Context: an optimization exercise on an open-source flow, tuned for small area and a short achievable clock period. The choices shown serve that exercise and are no tape-out recipe.
Function was checked by simulation only, so behaviour that the tests miss may differ from the original.
No activity file was given, so power comes from the tool's default toggle rates.

== job 1837 ==
// chess_top
module chess_top (
    input  logic         clk,
    input  logic         rstn,
    input  logic [2:0]   cursor_x,
    input  logic [2:0]   cursor_y,
    input  logic         is_pressed,
    output logic [1:0]   state,
    output logic [767:0] board_data,
    output logic [2:0]   sound_code,
    output logic         play_sound
);
For scale: about 1900 cells after synthesis, roughly 780 I/O pins, roughly 19000 um^2 of cells after synthesis.
export LEC_CHECK = 0
export CAP_MARGIN = 20
export CORE_MARGIN = 2
export CORE_UTILIZATION = 40
export SETUP_SLACK_MARGIN = 4.5
export SLEW_MARGIN = 20
export TNS_END_PERCENT = 10
create_clock -name core_clock -period 10.0 [get_ports {clk}]
standard.sh (not shown) runs the stock make flow with config.mk's settings and CLKGATE_MAP_FILE= SYNTH_SCRIPT=/design/flow/synth_recipe.tcl, a recipe that flattens the netlist after the stock synthesis.
==> flow/flow/run.sh <==
#!/bin/bash
# Standard ORFS layout with three changes: port buffers are the smallest
# buffer, constant output ports share tie cells with their neighbours on the
# die edge, and CTS uses no dummy loads.
set -euo pipefail
R=$PWD/orfs/results/sky130hd/chess_top/base
cfg() { sed -n "s/^export $1 *= *//p" config.mk | tail -1; }
BUFS=$(cfg CTS_BUF_LIST)
[ -n "$BUFS" ] || BUFS="sky130_fd_sc_hd__clkbuf_2 sky130_fd_sc_hd__clkbuf_4 sky130_fd_sc_hd__clkbuf_8"
CTS="-sink_clustering_enable -repair_clock_nets -dont_use_dummy_load -buf_list {$BUFS}"
[ -z "$(cfg CTS_CLUSTER_SIZE)" ] || CTS="$CTS -sink_clustering_size $(cfg CTS_CLUSTER_SIZE)"
[ -z "$(cfg CTS_CLUSTER_DIAMETER)" ] || CTS="$CTS -sink_clustering_max_diameter $(cfg CTS_CLUSTER_DIAMETER)"
export CTS_ARGS="$CTS"
echo "CTS_ARGS=$CTS_ARGS" > log_cts_args.txt
export BUFFER_PORTS_ARGS="-buffer_cell sky130_fd_sc_hd__buf_1"
bash standard.sh synth > log_synth.txt 2>&1
bash standard.sh $R/3_2_place_iop.odb > log_floorplan_iop.txt 2>&1
REGROUP_ODB=$R/3_2_place_iop.odb openroad -no_init -exit flow/regroup.tcl > log_regroup.txt 2>&1
bash standard.sh > log_finish.txt 2>&1
Other scripts of this flow, unchanged in this note and not shown: flow/flow/regroup.tcl
Relative to job 1837, the following input files were edited for job 3182:
# job 1837
export LEC_CHECK = 0
export CAP_MARGIN = 20
export CORE_MARGIN = 2
export CORE_UTILIZATION = 40
export SETUP_SLACK_MARGIN = 4.5
export SLEW_MARGIN = 20
export TNS_END_PERCENT = 10
create_clock -name core_clock -period 10.0 [get_ports {clk}]
# job 3182
export LEC_CHECK = 0
export CAP_MARGIN = 20
export CORE_MARGIN = 2
export CORE_UTILIZATION = 40
export PLACE_DENSITY = 0.7
export SETUP_SLACK_MARGIN = 4.4
export SLEW_MARGIN = 20
export TNS_END_PERCENT = 10
create_clock -name core_clock -period 10.0 [get_ports {clk}]
Results
- Relative to job 1837, the final cell utilization of the core of job 3182 is lower by 1.4 points.
- The worst setup path endpoint comes out board_data[128] in one run and brd[244] in the other, namely in job 1837 and job 3182 respectively.
- Compared to job 1837, job 3182 has wire length about 2.6% lower.
- Lower wire length on met1 goes to job 3182 over job 1837.
- Job 3182 against job 1837: worst hold margin essentially unchanged, number of cells in the design after placement essentially unchanged, count of multi-input gates decreased 4, power dissipated by switching net loads decreased about 3.3%.
- The run with more setup slack is job 1837; job 3182 has less.
Input-level comparison between job 5342 and job 3182:
# job 3182
export LEC_CHECK = 0
export CAP_MARGIN = 20
export CORE_MARGIN = 2
export CORE_UTILIZATION = 40
export PLACE_DENSITY = 0.7
export SETUP_SLACK_MARGIN = 4.4
export SLEW_MARGIN = 20
export TNS_END_PERCENT = 10
create_clock -name core_clock -period 10.0 [get_ports {clk}]
# job 5342
export LEC_CHECK = 0
export CAP_MARGIN = 20
export CORE_MARGIN = 2
export CORE_UTILIZATION = 40
export CTS_BUF_LIST = sky130_fd_sc_hd__clkbuf_2 sky130_fd_sc_hd__clkbuf_4
export SETUP_SLACK_MARGIN = 4.4
export SLEW_MARGIN = 20
export TNS_END_PERCENT = 10
create_clock -name core_clock -period 10.0 [get_ports {clk}]
Findings:
Across both runs, internal power consumption was lower for job 5342 than for job 3182. From job 3182 to job 5342 the numbers moved as follows: global-route met3 utilization now sits higher, clock latency on the worst-skew pair up 170 ps, peak supply drop lost 25%. Between job 5342 and job 3182, the clock skew does not differ in any meaningful way. Taking job 3182 as the reference, in job 5342 sum of internal, switching and leakage power went down 0.015 mW, compound-cell area share of the yosys netlist barely changed. Taking job 3182 as the reference, in job 5342 combinational share of power moved down, clock period minus worst slack moved down, clock-cell share of area moved down. In the metrics for job 5342 and job 3182, the one carrying the higher clock group share of total power is job 3182.

* * *

Setup of run A:
The RTL this note starts from:
==> flow/design.v <==
package chess_pkg;
    typedef logic [2:0]   coord_t;    
    typedef logic [7:0]   square_t;   
    typedef logic [511:0] board_t;    
    typedef logic [11:0]  disp_t;     
    typedef logic [2:0]   sound_t;
    typedef logic [2:0]   click_t;
    typedef enum logic [1:0] {
        st_play      = 2'b01,
        st_black_win = 2'b10,
        st_white_win = 2'b11
    } game_state_e;
    localparam logic color_white = 1'b0;
    localparam logic color_black = 1'b1;
    localparam logic [2:0] piece_king   = 3'd1;
    localparam logic [2:0] piece_queen  = 3'd2;
    localparam logic [2:0] piece_bishop = 3'd3;
    localparam logic [2:0] piece_knight = 3'd4;
    localparam logic [2:0] piece_rook   = 3'd5;
    localparam logic [2:0] piece_pawn   = 3'd6;
    localparam sound_t snd_select   = 3'd1;
    localparam sound_t snd_deselect = 3'd2;
    localparam sound_t snd_move     = 3'd3;
    localparam sound_t snd_capture  = 3'd4;
    localparam sound_t snd_illegal  = 3'd5;
    localparam sound_t snd_gameover = 3'd7;
    localparam click_t click_none     = 3'd0;
    localparam click_t click_select   = 3'd1;
    localparam click_t click_deselect = 3'd2;
    localparam click_t click_try_move = 3'd3;
    localparam click_t click_illegal  = 3'd4;
endpackage
module chess_top (
    input  logic         clk,
    input  logic         rstn,
    input  logic [2:0]   cursor_x,
    input  logic [2:0]   cursor_y,
    input  logic         is_pressed,
    output logic [1:0]   state,
    output logic [767:0] board_data,
    output logic [2:0]   sound_code,
    output logic         play_sound
);
    logic         prev_pressed;
    logic         turn;           
    logic         has_sel;
    logic [2:0]   sx, sy;         
    logic [2:0]   skind;          
    logic [255:0] brd;            
    wire [2:0] cx = cursor_x;
    wire [2:0] cy = cursor_y;
    wire [5:0] cpos = {cy, cx};
    wire [5:0] spos = {sy, sx};
    logic [63:0] cur_oh, sel_oh, occ;
    for (genvar i = 0; i < 64; i++) begin : g_dec
        assign cur_oh[i] = (cpos == 6'(i));
        assign sel_oh[i] = has_sel && (spos == 6'(i));
        assign occ[i]    = |brd[i*4 +: 3];
    end
    wire [31:0] t_rank = brd[{cy, 5'b00000} +: 32];
    wire [3:0]  t      = t_rank[{cx, 2'b00} +: 4];
    wire       t_occ  = |t[2:0];
    wire       t_king = (t[2:0] == 3'd1);
    wire       own    = t_occ && (t[3] == turn);
    wire       on_sel = has_sel && (cpos == spos);
    wire       click  = is_pressed && !prev_pressed && !state[1];
    wire [3:0] ddx = {1'b0, cx} - {1'b0, sx};
    wire [3:0] ddy = {1'b0, cy} - {1'b0, sy};
    wire zx  = (cx == sx);
    wire zy  = (cy == sy);
    wire ax1 = (ddx == 4'd1) || (ddx == 4'hf);
    wire ay1 = (ddy == 4'd1) || (ddy == 4'hf);
    wire ax2 = (ddx == 4'd2) || (ddx == 4'he);
    wire ay2 = (ddy == 4'd2) || (ddy == 4'he);
    wire on_d1 = (ddx == ddy);
    wire on_d2 = (4'(ddx + ddy) == 4'd0);
    wire straight = zx ^ zy;
    wire diagonal = (on_d1 || on_d2) && !zy;
    wire  [2:0] dsum  = sx + sy;
    wire  [2:0] ddiff = sy - sx;
    logic [7:0] o_line, o_file, bx, by;
    always_comb begin
        for (int k = 0; k < 8; k++) begin
            logic [2:0] ly;
            ly        = zy ? sy : on_d1 ? 3'(ddiff + 3'(k)) : 3'(dsum - 3'(k));
            o_line[k] = occ[{ly, 3'(k)}];
            o_file[k] = occ[{3'(k), sx}];
            bx[k]     = ((sx < 3'(k)) && (3'(k) < cx)) || ((cx < 3'(k)) && (3'(k) < sx));
            by[k]     = ((sy < 3'(k)) && (3'(k) < cy)) || ((cy < 3'(k)) && (3'(k) < sy));
        end
    end
    wire path_clear = zx ? !(|(o_file & by)) : !(|(o_line & bx));
    wire fwd_one = turn ? (ddy == 4'hf) : (ddy == 4'd1);
    wire fwd_two = turn ? (sy == 3'd6 && cy == 3'd4) : (sy == 3'd1 && cy == 3'd3);
    wire pawn_ok   = (zx && fwd_one && !t_occ)
                  || (zx && fwd_two && path_clear && !t_occ)
                  || (ax1 && fwd_one && t_occ);
    wire knight_ok = (ax1 && ay2) || (ax2 && ay1);
    wire king_ok   = (zx || ax1) && (zy || ay1);
    logic legal;
    always_comb begin
        case (skind)
            3'd6:    legal = pawn_ok;
            3'd4:    legal = knight_ok;
            3'd1:    legal = king_ok;
            3'd5:    legal = straight && path_clear;
            3'd3:    legal = diagonal && path_clear;
            3'd2:    legal = (straight || diagonal) && path_clear;
            default: legal = 1'b0;
        endcase
    end
    wire do_desel = click && on_sel;
    wire do_sel   = click && !on_sel && own;
    wire move     = click && !on_sel && !own && has_sel && legal;
    always_ff @(posedge clk or negedge rstn) begin
        if (!rstn) begin
            prev_pressed <= 1'b0;
            turn         <= 1'b0;
            has_sel      <= 1'b0;
            state        <= 2'b01;
            sound_code   <= 3'd0;
            play_sound   <= 1'b0;
        end else begin
            prev_pressed <= is_pressed;
            play_sound   <= click;
            if (click) begin
                if (on_sel) begin
                    has_sel    <= 1'b0;
                    sound_code <= 3'd2;
                end else if (own) begin
                    has_sel    <= 1'b1;
                    sound_code <= 3'd1;
                end else if (move) begin
                    has_sel    <= 1'b0;
                    turn       <= ~turn;
                    if (t_king) begin
                        sound_code <= 3'd7;
                        state      <= turn ? 2'b10 : 2'b11;
                    end else begin
                        sound_code <= t_occ ? 3'd4 : 3'd3;
                    end
                end else begin
                    sound_code <= 3'd5;
                end
            end
        end
    end
    always_ff @(posedge clk) begin
        if (do_sel) begin
            sx    <= cx;
            sy    <= cy;
            skind <= t[2:0];
        end
    end
    for (genvar i = 0; i < 64; i++) begin : g_sq
        localparam int X = i % 8;
        localparam int Y = i / 8;
        localparam logic [2:0] BACK = (X == 0 || X == 7) ? 3'd5 :
                                      (X == 1 || X == 6) ? 3'd4 :
                                      (X == 2 || X == 5) ? 3'd3 :
                                      (X == 3)           ? 3'd2 : 3'd1;
        localparam logic [3:0] INIT = (Y == 0) ? {1'b0, BACK} :
                                      (Y == 1) ? 4'b0110 :
                                      (Y == 6) ? 4'b1110 :
                                      (Y == 7) ? {1'b1, BACK} : 4'b0000;
        always_ff @(posedge clk or negedge rstn) begin
            if (!rstn) begin
                brd[i*4 +: 4] <= INIT;
            end else if (move && (cur_oh[i] || sel_oh[i])) begin
                brd[i*4 +: 4] <= cur_oh[i] ? {turn, skind} : 4'b0000;
            end
        end
        assign board_data[i*12 +: 12] = {2'b00, sel_oh[i], cur_oh[i] | sel_oh[i],
                                         3'b000, occ[i], brd[i*4 +: 4]};
    end
endmodule
Settings: LEC_CHECK=0, CAP_MARGIN=20, CORE_MARGIN=2, CORE_UTILIZATION=40, PLACE_DENSITY=0.8, SETUP_SLACK_MARGIN=4, SLEW_MARGIN=20, TNS_END_PERCENT=10; clock period 10.0 ns.
Scripts as last shown in full above: flow/flow/run.sh
Other scripts of this flow, unchanged in this note and not shown: flow/flow/regroup.tcl
What run B does differently from run A at the input level:
- changing PLACE_DENSITY from 0.8 to 0.45
Looking at area of all placed cells without fillers across both flows, run B is the weaker of the two, with run A ahead. Comparing wire length for run A and run B, the bigger number came from run B. Between run A and run B, the routability-driven placement congestion ratio is lower for run B. Comparing run A with run B, the combinational group share of total power came out essentially unchanged. Maximum net fanout on the critical path of run B falls short of that of run A by more than 10%. Between run A and run B, global-route usage is higher for run B, run A comes in under that. Re post-synthesis instance total: no difference whatsoever between run B and run A. Run B against run A; overall power is up by a few percent.
--- input diff run B..run C ---
- changing CORE_UTILIZATION from 40 to 55
- removing PLACE_DENSITY (formerly 0.45)
### Flow results
Run C did not make it past I/O pin placement, where a tool error ended it.
Reported for run B and run C, basic-gate share of the synthesized area counting and, or, nand and nor cells turned out identical to the last digit.
Diff run B -> run C: xor and xnor fraction of the mapped netlist area ~0 delta; x dimension of the die -about 14%; total number of placement rows -11.
Run B -> run C: average footprint of a synthesized cell delta 0, exact match
Changes observed in run C relative to run B: chip height dropped about 14%; effective utilization at floorplan climbed 15 points.
Relative to run C, the following input files were edited for run D:
- CORE_UTILIZATION now 40, was 55
==> flow/flow/run.sh <==
#!/bin/bash
# Standard ORFS layout with three changes: port buffers are the smallest
# buffer, constant output ports share tie cells with their neighbours on the
# die edge, and CTS uses no dummy loads.
set -euo pipefail
R=$PWD/orfs/results/sky130hd/chess_top/base
export BUFFER_PORTS_ARGS="-buffer_cell sky130_fd_sc_hd__buf_1"
export CTS_ARGS="-sink_clustering_enable -repair_clock_nets -dont_use_dummy_load -buf_list {sky130_fd_sc_hd__clkbuf_2 sky130_fd_sc_hd__clkbuf_4 sky130_fd_sc_hd__clkbuf_8}"
bash standard.sh synth > log_synth.txt 2>&1
bash standard.sh $R/3_2_place_iop.odb > log_floorplan_iop.txt 2>&1
REGROUP_ODB=$R/3_2_place_iop.odb openroad -no_init -exit flow/regroup.tcl > log_regroup.txt 2>&1
bash standard.sh > log_finish.txt 2>&1
### Flow results
- From run D to run C, total standard cell area after synthesis did not move at all.
- For horizontal extent of the die, dividing the value from run D by the value from run C gives 1.17.
- Run D completed every stage of the flow, and the final layout passed the timing, DRC and antenna checks.
- Area share of xor/xnor cells in the synthesized design came out exactly the same in run C and run D.
- Starting utilization of the core area (lower): run D
- Complex-gate fraction of the synthesized area: run C vs run D — no meaningful difference
- The flop and latch count out of synthesis was comparable across run C and run D.
- Summary of run D over run C: cell count after synthesis was more or less identical, standard-cell row count went up 11, die extent in y climbed 17%, portion of netlist area occupied by mux cells flat.
Input-level comparison between run E and run D:
- swapping 4 for 4.6 in SETUP_SLACK_MARGIN
==> results.txt <==
Run E vs. run D: number of buffers and inverters on the critical path up 4; maximum operating frequency up 2.7%; smallest hold slack down 0.022 ns.

-- afterwards: timing with drivers on the ports --
In the flow no input, the clock included, has a driving cell. The finished layouts below were timed again as built, in two steps. Step 1 sets driving cells, clkbuf_16 on the clock port and buf_2 on the other inputs (assumed; they add their load-dependent delay and slew). Step 2 moves the port delays by t, midway between the first and last clock arrival at a register: inputs arrive t later, outputs are due t later. That takes back most of the time a late clock gives input paths. Three values: no drivers, after step 1, after step 2; two values: the first two.
run | t, ns | setup WS [ns] | worst setup path at the end
job 1837 | 0.627 | 4.446 / 4.331 / 3.729 | input to register
job 3182 | 0.611 | 4.225 / 4.126 / 3.597 | input to register
job 5342 | 0.772 | 4.247 / 4.177 / 3.681 | input to register
run A | 0.627 | 3.706 / 3.681 / 3.283 | input to register
run B | 0.685 | 3.864 / 3.840 / 3.291 | input to register
run D | 0.616 | 3.870 / 3.842 / 3.351 | input to register
run E | 0.623 | 4.031 / 3.890 / 3.304 | input to register
After both steps setup and hold are still met in every run listed. For run E, which loses most, drivers alone change the setup slack by -0.141 ns; drivers and shift together by -0.727 ns.
